This design comes from an exercise in tuning for small area, a short achievable clock period and few clock cycles per item on the open sky130 flow, not from production work. Where RTL was checked, it was by simulation tests only, not by an equivalence proof against the original. Power is estimated from default activity; no workload was simulated.

// dxt1_dxt5_block_decoder_core
module dxt1_dxt5_block_decoder_core #(
    parameter int MAX_DIMENSION = 4096
) (
    input  logic         i_clk,
    input  logic         i_rst_n,
    input  logic         i_cfg_valid,
    output logic         o_cfg_ready,
    input  logic [1:0]   i_cfg_index,
    input  logic [12:0]  i_cfg_data,
    input  logic         s_axis_tvalid,
    output logic         s_axis_tready,
    input  logic [127:0] s_axis_tdata,    
    output logic         m_axis_tvalid,
    input  logic         m_axis_tready,
    output logic [55:0]  m_axis_tdata,    
    output logic         m_axis_tlast,
    output logic [0:0]   m_axis_tuser     
);
export LEC_CHECK = 0
export ABC_AREA = 1
export CAP_MARGIN = 20
export CORE_MARGIN = 2
export CORE_UTILIZATION = 40
export CTS_CLUSTER_DIAMETER = 80
export CTS_CLUSTER_SIZE = 20
export SLEW_MARGIN = 20
export SETUP_SLACK_MARGIN = 5.5
export BUFFER_PORTS_ARGS = -buffer_cell sky130_fd_sc_hd__buf_1
create_clock -name core_clock -period 9.0 [get_ports {i_clk}]
standard.sh (not shown) runs the stock make flow with config.mk's settings and CLKGATE_MAP_FILE= SYNTH_SCRIPT=/design/flow/synth_recipe.tcl, a recipe that flattens the netlist after the stock synthesis.
==> flow/flow/run.sh <==
#!/bin/bash
set -o pipefail
cat >> config.mk <<'CFG'
export SETUP_SLACK_MARGIN = 5.5
export BUFFER_PORTS_ARGS = -buffer_cell sky130_fd_sc_hd__buf_1
CFG
bash standard.sh > standard_run.log 2>&1
The first run finished clean.
Testbench counts at the start, summed over its fixed seeds: cycles 17,440, items 16,384.
Then changed:
--- a/flow/design.v
+++ b/flow/design.v
@@ -48,23 +48,20 @@
     localparam logic [1:0] AM_FULL   = 2'd2;
     function automatic logic [9:0] blkdim1(input logic [12:0] v);
         if (v[12]) begin
             blkdim1 = 10'd1023;
         end else if (v[11:2] == 10'd0) begin
             blkdim1 = 10'd0;
         end else begin
             blkdim1 = v[11:2] - 10'd1;
         end
     endfunction
-    function automatic logic [1:0] sxy(input logic [1:0] c);
-        sxy = {c[0] ^ c[1], c[0]};
-    endfunction
     function automatic logic [23:0] expand565(input logic [15:0] v);
         expand565 = {v[4:0], v[4:2], v[10:5], v[10:9], v[15:11], v[15:13]};
     endfunction
     function automatic logic [7:0] div3(input logic [9:0] n);
         logic [1:0] r;
         logic [3:0] t;
         logic [9:0] q;
         r = 2'd0;
         for (int i = 4; i >= 0; i--) begin
             t = st3({r, n[2*i +: 2]});
@@ -333,47 +330,47 @@
             r_lc     <= (r_col >= r_bw);
             r_lr     <= (r_row >= r_bh);
             r_bseven <= (w_ia0 > w_ia1);
             r_bad    <= (w_ia0 > w_ia1) ? (w_ia0 - w_ia1) : (w_ia1 - w_ia0);
         end
     end
     logic [3:0] w_k1;
     assign w_k1 = r_k + 4'd1;
     always_ff @(posedge i_clk) begin
         if (r_rdy) begin
-            r_nci <= sxy(r_fmt ? s_axis_tdata[97:96] : s_axis_tdata[33:32]);
+            r_nci <= r_fmt ? s_axis_tdata[97:96] : s_axis_tdata[33:32];
             r_nai <= s_axis_tdata[18:16];
         end else if (w_sel) begin
-            r_nci <= sxy(r_bfmt ? r_hidx[2 * w_k1 +: 2] : r_lo[32 + 2 * w_k1 +: 2]);
+            r_nci <= r_bfmt ? r_hidx[2 * w_k1 +: 2] : r_lo[32 + 2 * w_k1 +: 2];
             r_nai <= r_lo[16 + 3 * w_k1 +: 3];
         end
     end
     logic [15:0] w_c0, w_c1;
     logic [23:0] w_e0, w_e1;
     logic [1:0]  w_ci;
     logic [2:0]  w_ai;
     logic        w_four, w_zero, w_sx, w_sy;
     logic [7:0]  w_ex, w_ey;
     logic [29:0] w_n;
     logic [2:0]  w_j;
     logic [1:0]  w_am;
     always_comb begin
         w_c0   = r_chdr[15:0];
         w_c1   = r_chdr[31:16];
         w_e0   = expand565(w_c0);
         w_e1   = expand565(w_c1);
-        w_ci   = {r_nci[1] ^ r_nci[0], r_nci[0]};
+        w_ci   = r_nci;
         w_ai   = r_nai;
         w_four = r_bfour;
-        w_sx   = r_nci[0];
-        w_sy   = r_nci[1];
-        w_zero = !w_four && w_sx && !w_sy;       
+        w_zero = !w_four && (w_ci == 2'd3);
+        w_sx   = w_ci[0];
+        w_sy   = w_ci[0] ^ w_ci[1];
         for (int ch = 0; ch < 3; ch++) begin
             w_ex = w_sx ? w_e1[ch*8 +: 8] : w_e0[ch*8 +: 8];
             w_ey = w_sy ? w_e1[ch*8 +: 8] : w_e0[ch*8 +: 8];
             if (w_zero) begin
                 w_n[ch*10 +: 10] = 10'd0;
             end else if (w_four) begin
                 w_n[ch*10 +: 10] = {1'b0, w_ex, 1'b0} + {2'b00, w_ey};
             end else begin
                 w_n[ch*10 +: 10] = {2'b00, w_ex} + {2'b00, w_ey};
             end
The new run passed the timing, design-rule and antenna checks.
Die area is about the same.
Total power climbs by 6.3%.
Via count barely changes.
Clock-buffer cell count drops by 1.
Global-route usage is about the same.
Clock power stays flat.
Sequential cell count is unchanged.
Hold slack gets worse by 9.1 ps.
Wire length drops by 0.38%.
Clock skew climbs by 3.7 ps.
Design area climbs by about 0.7%.
Final cell count climbs by about 0.5%.
Sequential power climbs by about 2%.
Sequential share of layout area drops by 0.21 points.
Function not checked in the second run of this note: the RTL went through the layout flow alone.

-- re-timing with driven ports --
How much do the figures lean on ideal ports? The routed layouts below were timed once more, with nothing changed but the port constraints.
Step 1 (the two cells are an assumption about what drives the block):
set clk [get_ports {i_clk}]
set_driving_cell -lib_cell sky130_fd_sc_hd__clkbuf_16 $clk
set_driving_cell -lib_cell sky130_fd_sc_hd__buf_2 [delete_from_list [all_inputs] $clk]
Step 2, shift: input delay + t, output delay - t, t = (earliest + latest rising clock arrival at the registers) / 2. This alone moves slack from input paths to output paths.
Three values: ideal, step 1, step 2; two values: the first two.
run	t (ns)	slack for setup (ns)	latest minus earliest clock arrival (ns)	worst data-port slew with drivers (ns)	cell pins on the clock port's net
the first run	0.649	5.578 / 5.589 / 4.939	0.040 / 0.041	0.10	1
the second run	0.659	5.615 / 5.615 / 4.966	0.045 / 0.045	0.10	1
After both steps every run listed still meets setup and hold. For the second run, which loses most, drivers alone change the setup slack by 0.000 ns; drivers and shift together by -0.649 ns.
